Background: an optimization exercise with open tools, aiming at small area. Do not read the settings as production practice.
The RTL was checked by simulation tests, not by an equivalence proof against the original design.
Power figures rest on the tool's default switching activity, not on a simulated workload.

$ cat flow/constraint.sdc
create_clock -name core_clock -period 10.0 [get_ports {PWM_ADC_CLOCK_100M}]
set_input_delay 2.0000 -clock core_clock [delete_from_list [all_inputs] [get_ports {PWM_ADC_CLOCK_100M}]]
set_output_delay 2.0000 -clock core_clock [all_outputs]
set_load 0.01 [all_outputs]
$ cat flow/standard.sh
#!/bin/bash
# synth_recipe.tcl (not shown) runs the flow's synth.tcl, then flattens the netlist and writes it again
# the make line also repeats each setting of config.mk as NAME=value (left out here)
make -C /OpenROAD-flow-scripts/flow DESIGN_CONFIG=/design/flow/config.mk WORK_HOME=/design/flow/orfs CLKGATE_MAP_FILE= SYNTH_SCRIPT=/design/flow/synth_recipe.tcl "${@:-finish}"
$ cat flow/design.v
`default_nettype none
package pwm_audio_pkg;
  localparam int SAMPLE_PERIOD = 1000;               
  localparam int SAMPLE_W      = 10;                 
  localparam int SAMPLE_CNT_W  = $clog2(SAMPLE_PERIOD);
  localparam logic [SAMPLE_CNT_W-1:0] SAMPLE_LAST = SAMPLE_CNT_W'(SAMPLE_PERIOD - 1);
  localparam int ACC_W = 11;
  localparam logic [ACC_W-1:0] DELTA = ACC_W'(1000);
  localparam int RES_W  = 10;
  localparam int M125_W = 7;
  localparam int M8_W   = 3;
  localparam int FIFO_W       = 32;
  localparam int DELAY_DEPTH  = 1024;                
  localparam int DELAY_W      = 10;                  
  localparam int NUM_CHANNELS = 8;                   
  localparam int CHAN_W       = 3;
  localparam logic [FIFO_W-1:0] FRAME_MARKER = FIFO_W'(233333);
  typedef struct packed {
    logic              avail;                        
    logic [FIFO_W-1:0] data;
  } fifo_in_t;
  typedef struct packed {
    logic               en;
    logic [CHAN_W-1:0]  chan;                        
    logic               far;                         
    logic [DELAY_W-1:0] delay;                       
    logic [M125_W-1:0]  n125;                        
    logic [M125_W-1:0]  s125;                        
    logic [M8_W-1:0]    r8;                          
  } delay_wr_t;
  typedef struct packed {
    logic               en;
    logic [CHAN_W-1:0]  chan;
    logic [M125_W:0]    r125;                        
    logic [M8_W-1:0]    r8;
  } res_wr_t;
  function automatic logic [M125_W-1:0] mod125(input logic [9:0] x);
    logic [7:0] y;
    logic [7:0] z;
    y = {1'b0, x[6:0]} + {5'd0, x[9:7]} + {4'd0, x[9:7], 1'b0};    
    z = y + 8'd3;
    mod125 = z[7] ? z[6:0] : y[6:0];
  endfunction
endpackage : pwm_audio_pkg
`default_nettype wire
`timescale 1ns/1ps
`default_nettype none
module sample_fetch (
  input  wire logic                               PWM_ADC_CLOCK_100M,
  input  wire logic                               arst_n,
  input  wire pwm_audio_pkg::fifo_in_t            audio_fifo,    
  output logic                                    audio_read,    
  output logic [pwm_audio_pkg::SAMPLE_CNT_W-1:0]  period_cnt,    
  output logic [pwm_audio_pkg::SAMPLE_W-1:0]      sample,        
  output logic [pwm_audio_pkg::SAMPLE_W-1:0]      sample_d1,     
  output logic [pwm_audio_pkg::SAMPLE_W-1:0]      sample_d2      
);
  logic                                   period_wrap;
  assign period_wrap = (period_cnt == pwm_audio_pkg::SAMPLE_LAST);
  always_ff @(posedge PWM_ADC_CLOCK_100M or negedge arst_n) begin
    if (!arst_n) begin
      period_cnt <= '0;
    end else if (period_wrap) begin
      period_cnt <= '0;                        
    end else begin
      period_cnt <= period_cnt + 1'b1;
    end
  end
  assign audio_read = period_wrap && audio_fifo.avail;
  always_ff @(posedge PWM_ADC_CLOCK_100M or negedge arst_n) begin
    if (!arst_n) begin
      sample    <= '0;
      sample_d1 <= '0;
      sample_d2 <= '0;
    end else if (period_wrap) begin
      sample_d2 <= sample_d1;
      sample_d1 <= sample;
      if (audio_fifo.avail) begin
        sample <= audio_fifo.data[pwm_audio_pkg::SAMPLE_W-1:0];   
      end
    end
  end
endmodule
`default_nettype wire
`timescale 1ns/1ps
`default_nettype none
module pwm_modulator (
  input  wire logic                               PWM_ADC_CLOCK_100M,
  input  wire logic                               arst_n,
  input  wire logic [pwm_audio_pkg::SAMPLE_W-1:0] sample,
  output logic                                    pwm_out       
);
  logic [pwm_audio_pkg::RES_W-1:0] res;
  logic                            over;          
  logic [10:0]                     c;
  logic [10:0]                     sum;
  logic                            carry;
  logic [9:0]                      sw;
  assign c[0] = 1'b0;
  for (genvar i = 0; i < 10; i++) begin : g_add
    assign sum[i] = res[i] ^ sample[i] ^ c[i];
    assign c[i+1] = (res[i] & sample[i]) | (res[i] & c[i]) | (sample[i] & c[i]);
  end
  assign sum[10] = c[10];
  assign carry   = sum[10] | (&sum[9:5] & (sum[4] | sum[3]));
  assign sw = sum[9:0] + 10'd24;
  always_ff @(posedge PWM_ADC_CLOCK_100M or negedge arst_n) begin
    if (!arst_n) begin
      res     <= '0;
      over    <= 1'b0;
      pwm_out <= 1'b0;
    end else begin
      res     <= carry ? sw : sum[9:0];
      over    <= carry;                      
      pwm_out <= over;                       
    end
  end
endmodule
`default_nettype wire
`timescale 1ns/1ps
`default_nettype none
module delay_line (
  input  wire logic                            PWM_ADC_CLOCK_100M,
  input  wire logic                            arst_n,
  input  wire pwm_audio_pkg::delay_wr_t        delay_wr,
  output pwm_audio_pkg::res_wr_t               res_wr,      
  output logic      [pwm_audio_pkg::RES_W-1:0] res          
);
  logic [13:0] p;
  logic [8:0]  x1;
  logic [7:0]  x2;
  logic [7:0]  x3;
  logic [6:0]  a;
  logic [2:0]  dd;
  logic [2:0]  t;
  logic [9:0]  t125;
  logic [13:0] ps, pc, pp, ns, nc;
  always_comb begin
    ps = {7'd0, delay_wr.n125 & {7{delay_wr.s125[0]}}};
    pc = '0;
    for (int j = 1; j < 7; j++) begin
      pp = {7'd0, delay_wr.n125 & {7{delay_wr.s125[j]}}} << j;
      nc = '0;
      for (int k = 0; k < 14; k++) begin
        ns[k] = ps[k] ^ pp[k] ^ pc[k];
        if (k < 13) nc[k+1] = (ps[k] & pp[k]) | (ps[k] & pc[k]) | (pp[k] & pc[k]);
      end
      ps = ns;
      pc = nc;
    end
  end
  assign p  = ps + pc;                                                   
  assign x1 = {2'd0, p[6:0]} + {2'd0, p[13:7]} + {1'd0, p[13:7], 1'b0};   
  assign x2 = {1'd0, x1[6:0]} + {6'd0, x1[8:7]} + {5'd0, x1[8:7], 1'b0};  
  always_ff @(posedge PWM_ADC_CLOCK_100M or negedge arst_n) begin
    if (!arst_n) begin
      res_wr.en <= 1'b0;
    end else begin
      res_wr.en <= delay_wr.en;
    end
  end
  always_ff @(posedge PWM_ADC_CLOCK_100M) begin
    res_wr.chan <= delay_wr.chan;
    res_wr.r125 <= x2;
    res_wr.r8   <= delay_wr.r8;
  end
  assign x3 = res_wr.r125 + 8'd3;
  assign a  = x3[7] ? x3[6:0] : res_wr.r125[6:0];
  assign dd = res_wr.r8 - a[2:0];
  assign t  = {dd[2] ^ dd[0], dd[1], dd[0]};
  always_comb begin
    case (t)
      3'd0:    t125 = 10'd0;
      3'd1:    t125 = 10'd125;
      3'd2:    t125 = 10'd250;
      3'd3:    t125 = 10'd375;
      3'd4:    t125 = 10'd500;
      3'd5:    t125 = 10'd625;
      3'd6:    t125 = 10'd750;
      default: t125 = 10'd875;
    endcase
  end
  assign res = {3'd0, a} + t125;
endmodule
`default_nettype wire
`timescale 1ns/1ps
`default_nettype none
module delay_table_loader (
  input  wire logic                     PWM_ADC_CLOCK_100M,
  input  wire logic                     arst_n,
  input  wire pwm_audio_pkg::fifo_in_t  delay_fifo,    
  input  wire logic [pwm_audio_pkg::SAMPLE_CNT_W-1:0] period_cnt,
  input  wire logic [pwm_audio_pkg::SAMPLE_W-1:0]     sample,
  input  wire logic [pwm_audio_pkg::SAMPLE_W-1:0]     sample_d1,
  input  wire logic [pwm_audio_pkg::SAMPLE_W-1:0]     sample_d2,
  output logic                          delay_read,    
  output pwm_audio_pkg::delay_wr_t      delay_wr,      
  output logic                          tap_far,       
  output logic [pwm_audio_pkg::DELAY_W-1:0] tap_delay  
);
  typedef enum logic {
    ST_IDLE    = 1'b0,                     
    ST_LOADING = 1'b1                      
  } state_t;
  state_t                        state;
  logic [pwm_audio_pkg::CHAN_W:0] idx;      
  logic                          is_marker;
  logic                          idx_ok;
  logic                          wr;
  logic [pwm_audio_pkg::DELAY_W-1:0] d;
  logic                          far;       
  logic [9:0]                    lag;       
  logic [10:0]                   e;         
  logic                          neg;
  logic [7:0]                    y;
  logic [7:0]                    z;
  logic                          older;     
  logic                          oldest;    
  logic [pwm_audio_pkg::SAMPLE_W-1:0] s;
  assign delay_read = arst_n && delay_fifo.avail;    
  assign is_marker = (delay_fifo.data == pwm_audio_pkg::FRAME_MARKER);
  assign idx_ok    = !idx[pwm_audio_pkg::CHAN_W];
  assign wr        = delay_fifo.avail && (state == ST_LOADING) && !is_marker && idx_ok;
  assign d   = delay_fifo.data[pwm_audio_pkg::DELAY_W-1:0];
  assign far = (d >= 10'd998);
  assign lag = d + {5'd0, far, far, 3'b010};                  
  assign e   = {1'b0, period_cnt} + {1'b0, ~d};
  assign neg = !e[10];
  assign y   = {1'b0, e[6:0]} + {5'd0, e[9:7]} + {4'd0, e[9:7], 1'b0} + (neg ? 8'd101 : 8'd0);
  assign z   = y + 8'd3;
  assign older  = neg || (e[9:0] == 10'd0);
  assign oldest = neg && (e[9:0] <= 10'd24);
  always_comb begin
    if (oldest)     s = sample_d2;
    else if (older) s = sample_d1;
    else            s = sample;
  end
  always_ff @(posedge PWM_ADC_CLOCK_100M or negedge arst_n) begin
    if (!arst_n) begin
      state       <= ST_IDLE;
      idx         <= '0;
      delay_wr.en <= 1'b0;
    end else begin
      delay_wr.en <= wr;
      if (delay_fifo.avail) begin
        case (state)
          ST_IDLE: begin
            if (is_marker) begin
              state <= ST_LOADING;         
              idx   <= '0;
            end
          end
          ST_LOADING: begin
            if (is_marker) begin
              state <= ST_IDLE;            
            end else if (idx_ok) begin
              idx   <= idx + 1'b1;
            end
          end
          default: begin
            state <= ST_IDLE;
          end
        endcase
      end
    end
  end
  assign tap_far   = delay_wr.far && arst_n;
  assign tap_delay = arst_n ? delay_wr.delay : 10'd2;
  always_ff @(posedge PWM_ADC_CLOCK_100M) begin
    delay_wr.chan  <= idx[pwm_audio_pkg::CHAN_W-1:0];
    delay_wr.far   <= far;
    delay_wr.delay <= lag;
    delay_wr.n125  <= z[7] ? z[6:0] : y[6:0];
    delay_wr.s125  <= pwm_audio_pkg::mod125(s);
    delay_wr.r8    <= 3'(e[2:0] * s[2:0]);
  end
endmodule
`default_nettype wire
`timescale 1ns/1ps
`default_nettype none
module speaker_tap #(
  parameter int CHANNEL = 0                        
) (
  input  wire logic                                   PWM_ADC_CLOCK_100M,
  input  wire logic                                   arst_n,
  input  wire pwm_audio_pkg::delay_wr_t               delay_wr,
  input  wire pwm_audio_pkg::res_wr_t                 res_wr,
  input  wire logic                                   tap_far,      
  input  wire logic [pwm_audio_pkg::DELAY_W-1:0]      tap_delay,    
  input  wire logic [pwm_audio_pkg::RES_W-1:0]        wr_res,       
  input  wire logic [pwm_audio_pkg::SAMPLE_CNT_W-1:0] period_cnt,
  input  wire logic [pwm_audio_pkg::SAMPLE_W-1:0]     sample,
  input  wire logic [pwm_audio_pkg::SAMPLE_W-1:0]     sample_d1,
  input  wire logic [pwm_audio_pkg::SAMPLE_W-1:0]     sample_d2,
  output logic                                        speaker
);
  logic                              far;
  logic [pwm_audio_pkg::DELAY_W-1:0] lag_mod;
  logic [pwm_audio_pkg::RES_W-1:0]   res;          
  logic [pwm_audio_pkg::RES_W-1:0]   cur;
  logic                              wr_hit;
  logic                              res_hit;
  logic                              back;
  logic [10:0]                       gt;
  logic [pwm_audio_pkg::SAMPLE_W-1:0] s;
  logic [10:0]                       c;
  logic [10:0]                       sum;
  logic                              carry;
  logic [9:0]                        sw;
  assign wr_hit  = delay_wr.en &&
                   (delay_wr.chan == pwm_audio_pkg::CHAN_W'(CHANNEL));
  assign res_hit = res_wr.en &&
                   (res_wr.chan == pwm_audio_pkg::CHAN_W'(CHANNEL));
  assign gt[0] = 1'b0;
  for (genvar i = 0; i < 10; i++) begin : g_cmp
    assign gt[i+1] = (period_cnt[i] & ~lag_mod[i]) | (period_cnt[i] & gt[i]) | (~lag_mod[i] & gt[i]);
  end
  assign back = ~gt[10];
  logic sel0, sel1, sel2;
  assign sel0 = ~far & ~back;
  assign sel1 = far ^ back;
  assign sel2 = far & back;
  assign s = ({10{sel0}} & sample) | ({10{sel1}} & sample_d1) | ({10{sel2}} & sample_d2);
  assign cur  = res_hit ? wr_res : res;
  assign c[0] = 1'b0;
  for (genvar i = 0; i < 10; i++) begin : g_add
    assign sum[i]   = cur[i] ^ s[i] ^ c[i];
    assign c[i+1]   = (cur[i] & s[i]) | (cur[i] & c[i]) | (s[i] & c[i]);
  end
  assign sum[10] = c[10];
  assign carry = sum[10] | (&sum[9:5] & (sum[4] | sum[3]));
  assign sw = sum[9:0] + 10'd24;
  always_ff @(posedge PWM_ADC_CLOCK_100M) begin
    if (wr_hit || !arst_n) begin
      far     <= tap_far;             
      lag_mod <= tap_delay;
    end
  end
  always_ff @(posedge PWM_ADC_CLOCK_100M or negedge arst_n) begin
    if (!arst_n) begin
      res     <= '0;
      speaker <= 1'b0;
    end else begin
      res     <= carry ? sw : sum[9:0];
      speaker <= carry;               
    end
  end
endmodule
`default_nettype wire
`timescale 1ns/1ps
`default_nettype none
module pwm_audio_top (
  input  wire logic                                   PWM_ADC_CLOCK_100M,
  input  wire logic                                   arst_n,
  input  wire logic [pwm_audio_pkg::FIFO_W:0]         audio_fifo,    
  output logic                                        audio_read,
  input  wire logic [pwm_audio_pkg::FIFO_W:0]         delay_fifo,    
  output logic                                        delay_read,
  output logic                                        pwm_out,
  output logic [pwm_audio_pkg::NUM_CHANNELS-1:0]      speakers
);
  logic [pwm_audio_pkg::SAMPLE_CNT_W-1:0] period_cnt;
  logic [pwm_audio_pkg::SAMPLE_W-1:0]    sample;     
  logic [pwm_audio_pkg::SAMPLE_W-1:0]    sample_d1;  
  logic [pwm_audio_pkg::SAMPLE_W-1:0]    sample_d2;  
  logic [pwm_audio_pkg::RES_W-1:0]       wr_res;     
  pwm_audio_pkg::delay_wr_t              delay_wr;   
  pwm_audio_pkg::res_wr_t                res_wr;     
  logic                                  tap_far;
  logic [pwm_audio_pkg::DELAY_W-1:0]     tap_delay;
  sample_fetch u_sample_fetch (
    .PWM_ADC_CLOCK_100M (PWM_ADC_CLOCK_100M),
    .arst_n             (arst_n),
    .audio_fifo         (audio_fifo),
    .audio_read         (audio_read),
    .period_cnt         (period_cnt),
    .sample             (sample),
    .sample_d1          (sample_d1),
    .sample_d2          (sample_d2)
  );
  pwm_modulator u_pwm_modulator (
    .PWM_ADC_CLOCK_100M (PWM_ADC_CLOCK_100M),
    .arst_n             (arst_n),
    .sample             (sample),
    .pwm_out            (pwm_out)
  );
  delay_table_loader u_delay_table_loader (
    .PWM_ADC_CLOCK_100M (PWM_ADC_CLOCK_100M),
    .arst_n             (arst_n),
    .delay_fifo         (delay_fifo),
    .period_cnt         (period_cnt),
    .sample             (sample),
    .sample_d1          (sample_d1),
    .sample_d2          (sample_d2),
    .delay_read         (delay_read),
    .delay_wr           (delay_wr),
    .tap_far            (tap_far),
    .tap_delay          (tap_delay)
  );
  delay_line u_delay_line (
    .PWM_ADC_CLOCK_100M (PWM_ADC_CLOCK_100M),
    .arst_n             (arst_n),
    .delay_wr           (delay_wr),
    .res_wr             (res_wr),
    .res                (wr_res)
  );
  for (genvar k = 0; k < pwm_audio_pkg::NUM_CHANNELS; k++) begin : g_tap
    speaker_tap #(
      .CHANNEL (k)
    ) u_speaker_tap (
      .PWM_ADC_CLOCK_100M (PWM_ADC_CLOCK_100M),
      .arst_n             (arst_n),
      .delay_wr           (delay_wr),
      .res_wr             (res_wr),
      .tap_far            (tap_far),
      .tap_delay          (tap_delay),
      .wr_res             (wr_res),
      .period_cnt         (period_cnt),
      .sample             (sample),
      .sample_d1          (sample_d1),
      .sample_d2          (sample_d2),
      .speaker            (speakers[k])
    );
  end
endmodule
`default_nettype wire
$ cat flow/flow/abc.script
&get -n
&st
&dc2
&dch -f
&nf -a -R 1000
&put
$ cat flow/flow/run.sh
#!/bin/bash
# The standard layout with three changes:
#  - synthesis maps the logic with flow/abc.script, an area-oriented ABC
#    script, in place of ORFS's abc_speed.script (a copy of ORFS's scripts
#    folder with that one file replaced, used for the synth step only);
#  - the ports get the smallest buffer, sky130_fd_sc_hd__buf_1;
#  - the clock tree uses larger sink clusters and no dummy loads.
# Each step's output goes to a log file of its own in this folder.
set -euo pipefail
rm -rf scripts_synth
cp -r "$FLOW_HOME/scripts" scripts_synth
cp flow/abc.script scripts_synth/abc_speed.script
SCRIPTS_DIR="$PWD/scripts_synth" bash standard.sh synth > synth.log 2>&1
export BUFFER_PORTS_ARGS="-buffer_cell sky130_fd_sc_hd__buf_1"
export CTS_ARGS="-sink_clustering_enable -repair_clock_nets -sink_clustering_size 20 -sink_clustering_max_diameter 60 -buf_list sky130_fd_sc_hd__clkbuf_8 -dont_use_dummy_load"
bash standard.sh > layout.log 2>&1
$ cat flow/config.mk
export PLATFORM = sky130hd
export DESIGN_NAME = pwm_audio_top
export DESIGN_NICKNAME = pwm_audio_top
export VERILOG_FILES = /design/flow/design.v
export SDC_FILE = /design/flow/constraint.sdc
export NUM_CORES = 4
export LEC_CHECK = 0
export CAP_MARGIN = 20
export CORE_MARGIN = 2
export CORE_UTILIZATION = 50
export SLEW_MARGIN = 20
==> key figures <==
Detailed routing
  – Routed WL: ~44,000 um
  – DRC: 0
  – Post-route ant nets: 0
  – Via count: 13.03k
  – Via/cell ratio: ~5.7
  – DRT iter0 DRCs: 1,123
  – Post-DR wirelength/cell: between 15 and 20 um
  – First drt pass iteration count: 21

Pwr
  – Worst VDD drop: 0.0002265 V
  – Pwr dens: 221.1 mW/mm^2
  – Leakage: 0.007795 uW

CTS
  – TritonCTS Buffers: 27
  – CTS tree: built
  – Root buffer cell: clkbuf_8
  – Worst-path clk slew: 100 ps
  – Post-CTS Repair Setup Buffers: 0
  – CTS max path bufs: 3
  – Post-CTS Resized: 0
  – CTS Hold Bufs: 0
  – Skew-Pair Late Insertion Delay: 650 ps
  – H-tree Lvls: 1
  – Clock Sinks: 280

Min path
  – Type of the worst min-delay path: register to register
  – Hold EP: u_delay_line.res_wr[2]
  – Hold path start: u_delay_table_loader.delay_wr[2]
  – Hold Path Depth: 0

Synth
  – Synthesized Nets: 2,033
  – Asr flop ratio synth: 52.50%
  – Top_reg_cell synth: dfrtp_1
  – Largest cells by area after synthesis: dfrtp_1, fa_1, edfxtp_1, ha_1, clkinv_1
  – Synth Area in Simple Gates: 9.841%
  – Yosys warnings: 12
  – Synth Area in Compound Gates: between 10% and 20%
  – Post-synthesis average cell area: between 10 and 15 um^2
  – Post-synthesis xor/xnor area fraction: between 5 and 6%
  – Synth area leader: dfrtp_1
  – Post-Syn Area: between 0.015 and 0.02 mm^2
  – Yosys top cell area share: 20.29%
  – Post-synthesis mux area share: around 1.9%
  – Synth unique cells: 49
  – Yosys reg bits: 280
  – Main combinational cell family by area after synthesis: adder cells
  – Adder-Cell Fraction of Synth Area: between 20 and 25%
  – Cell count after synthesis: 1,729
  – Sequential area share after synthesis: 39.83%
  – EDFF count, synth: 88

Timing
  – Fmax: 0.1193 GHz
  – Fin Setup TNS: 0 ps
  – Worst clock skew: 82.24 ps
  – Worst Tran Pin Value: 921.9 ps
  – Unrepaired setup endpoints after global routing: no
  – Fin. max-slew vios: 0
  – Max-slew headroom: 38.33%
  – Final Setup Violations: 0
  – Final Hold Fails: 0
  – Hold WS: 308.2 ps
  – Fin crit share: 83.83%
  – Period minus WS final: 8383 ps

Worst setup path
  – WS Path Type: register to register
  – Crit path launch type: register
  – Worst setup EP type: register
  – WP data arrival: 8860 ps
  – Reg2Reg Depth: 31
  – CP dominant cell by count: fa_1
  – Reg2reg start: u_sample_fetch.period_cnt[1]
  – R2R Setup Slk: 1620 ps
  – Worst Path Max Fanout: 10
  – Slowest CP cell: o21ai_0
  – Reg2Reg Capture Point: g_tap[5].u_speaker_tap.res[8]
  – WP data required: 10,480 ps
  – Largest stage delay on the critical path: 580 ps

Layout
  – Fillcell total: 3,198
  – N_diodes: 0
  – Area Overhead vs Synth: 7.225%
  – Nets@finish: 2,130
  – Finished Layout Cells: approximately 2.3k
  – FF+latch area: 0.007222 mm^2
  – Layout cells sized above 1: around 3%
  – Multi-input logic area: 0.009923 mm^2

Floorplanning
  – I/O pin cnt: just under 80
  – Die H: 194.4 um
  – Core area: 0.03566 mm^2
  – Area of the die: 0.03780 mm^2
  – Die width: 194.4 um
  – Rows: 69
  – Starting Density: ~51%

Placed design
  – GP Congestion: 0.8433
  – Hpwl dp: 31,310 um
  – Dpl cells: 2,258
  – Port-buffer cells: 56

GRT
  – Vias in the first global route: 12.90k
  – First-pass GRT wire length: 70,300 um
  – Global route total overflow: 0
  – Initial antenna violation count: 0
  – GRT Overall Usage: a little under a quarter
  – Largest net degree at the start of global routing: 61

Run
  – Max-Cap Viols: 0

Outcome
  – Outcome: timing/DRC/antenna clean
layer usage:
metal  global-route usage [%]  vias up  routed length [um]  share of wire [%]
met3                    3.609       82                2816                6.4
met1                    33.03     6370               19700                 45
met2                    38.86      355               20230                 46
met4                    5.783        0                1162                2.6
met5                        0        -                   0                  0
li1                         -     6220                   -                  -
flip-flops by register name, indices dropped and copies added, names as in the netlist:
signal / count
g_tap.u_speaker_tap.lag_mod: 80
g_tap.u_speaker_tap.res: 80
u_delay_table_loader.delay_wr: 32
u_delay_line.res_wr: 15
u_pwm_modulator.res: 10
u_sample_fetch.period_cnt: 10
u_sample_fetch.sample: 10
u_sample_fetch.sample_d1: 10
u_sample_fetch.sample_d2: 10
g_tap.u_speaker_tap.far: 8
g_tap.u_speaker_tap.speaker: 8
u_delay_table_loader.idx: 4
u_delay_table_loader.state: 1
u_pwm_modulator.over: 1
u_pwm_modulator.pwm_out: 1
cells by family (layout without fill, tap and decap cells):
kind of cell    after synthesis  after routing
compound gates              415            415
mux                          32             32
flops                       280            280
buf+inv                     270            365
simple gates                381            381
fa+ha+maj                   245            245
xor+xnor                    106            106
power breakdown:
group          total (uW)  internal (uW)  switching [uW]
clock                 618            239             379
sequential           1540           1420             118
combinational        2140            783            1360
worst max-delay path by stage:
stage | start | end | slack, ps | cells after the start
3_3_place_gp | delay_fifo[1] | u_delay_table_loader.delay_wr[9] | 1670 | 24
6_report | u_sample_fetch.period_cnt[1] | g_tap[5].u_speaker_tap.res[8] | 1620 | 31
3_5_place_dp | u_sample_fetch.period_cnt[1] | g_tap[2].u_speaker_tap.res[8] | 1620 | 31
2_1_floorplan | u_delay_table_loader.delay_wr[15] | u_delay_line.res_wr[8] | 2210 | 31
4_1_cts | u_sample_fetch.period_cnt[1] | g_tap[5].u_speaker_tap.res[8] | 1530 | 31
5_1_grt | u_sample_fetch.period_cnt[1] | g_tap[5].u_speaker_tap.res[8] | 940 | 32
through the flow:
step	utilization, %	instance area (um^2)	power (uW)	setup WS (ps)
after floorplan	-	18130	2932	2208
after global placement	53.42	19050	3650	1666
after detailed placement	53.42	19050	3702	1615
after CTS	54.47	19420	4331	1531
after global routing	54.53	19440	4643	944.2
final	54.53	19440	4298	1617
Yosys cell counts, types with 2 or more instances:
cell	n
nand4b_1	3
a222oi_1	83
nand3_1	29
a21boi_0	5
o221ai_1	6
o2bb2ai_1	2
nor2_1	131
a211oi_1	2
a22o_1	2
a221oi_1	3
nor3b_1	4
fa_1	133
clkinv_1	262
dfrtp_1	147
nand2_1	99
a22oi_1	21
o21a_1	16
buf_4	8
ha_1	103
nor4_1	9
a2bb2oi_1	2
o22ai_1	20
o211ai_1	3
o21bai_1	9
o21ai_0	87
a21oi_1	130
and2_0	49
a21o_1	12
nor3_1	11
maj3_1	9
nor2b_1	12
nand2b_1	18
edfxtp_1	88
o31ai_1	2
dfxtp_1	45
mux2_1	19
mux2i_1	13
xnor2_1	66
a31oi_1	8
and3_1	3
xor2_1	40
nand4_1	8
placed cells by master (no fill, tap or decap), types with 3 or more instances in the layout:
cell type / synthesis / routed
a222oi_1: 83 / 83
nor3_1: 11 / 9
a221oi_1: 3 / 3
buf_4: 8 / 20
o21ai_1: 0 / 3
dfrtp_1: 147 / 147
nand4_1: 8 / 8
clkbuf_8: 0 / 27
and3_1: 3 / 3
and2_0: 49 / 49
nand3_1: 29 / 29
nand2_1: 99 / 99
maj3_1: 9 / 9
o21bai_1: 9 / 9
xnor2_1: 66 / 66
o21ai_0: 87 / 83
dfxtp_1: 45 / 45
nand4b_1: 3 / 3
nor4_1: 9 / 8
buf_1: 0 / 55
o21a_1: 16 / 16
edfxtp_1: 88 / 88
nand2b_1: 18 / 18
clkinv_1: 262 / 262
o221ai_1: 6 / 6
nor2_1: 131 / 131
a21o_1: 12 / 12
a21oi_1: 130 / 130
fa_1: 133 / 133
a22oi_1: 21 / 21
mux2_1: 19 / 19
o22ai_1: 20 / 20
mux2i_1: 13 / 13
a31oi_1: 8 / 8
ha_1: 103 / 103
a21boi_0: 5 / 5
xor2_1: 40 / 40
o211ai_1: 3 / 3
nor2b_1: 12 / 12
layout make-up:
class / count / share of cell area [%]
inverters: 262 / 5.059
repair buffers: 76 / 1.873
well taps: 461 / 2.967
clock buffers: 27 / 1.911
multi-input cells: 1179 / 51.04
flip-flops and latches: 280 / 37.15
worst max-delay path, delay by kind of cell, from the launching register on:
kind,cells,cell delay (ps)
AO/OA/AOI/OAI,10,2480
XOR/XNOR,1,160
adder cells (fa/ha/maj),11,3890
flip-flops,1,440
buffers and inverters,5,700
AND/OR/NAND/NOR,4,530

==> port drivers added, routing unchanged <==
The flow's constraints put no driver on any port. The routed layout listed below was extracted and timed again, unchanged, in two steps. Step 1 sets driving cells, clkbuf_16 on the clock port and buf_2 on the other inputs (assumed; they add their load-dependent delay and slew). Step 2 adds t to the input delays and takes it off the output delays; t is the mean of the earliest and latest rising clock arrival at the registers after step 1. Input paths then give back, and output paths get back, about the clock's delay inside the block. Slacks: no drivers / after step 1 / after step 2; pairs: no drivers / after step 1.
t (ns): 0.659
slack for setup (ns): 1.617 / 1.617 / 1.595
worst setup path at the end: input to register
worst slew at a driven data input, ns: 0.08
After both steps setup and hold are still met in this run. The setup slack of this run moves by 0.000 ns with the drivers and by -0.022 ns with both steps.
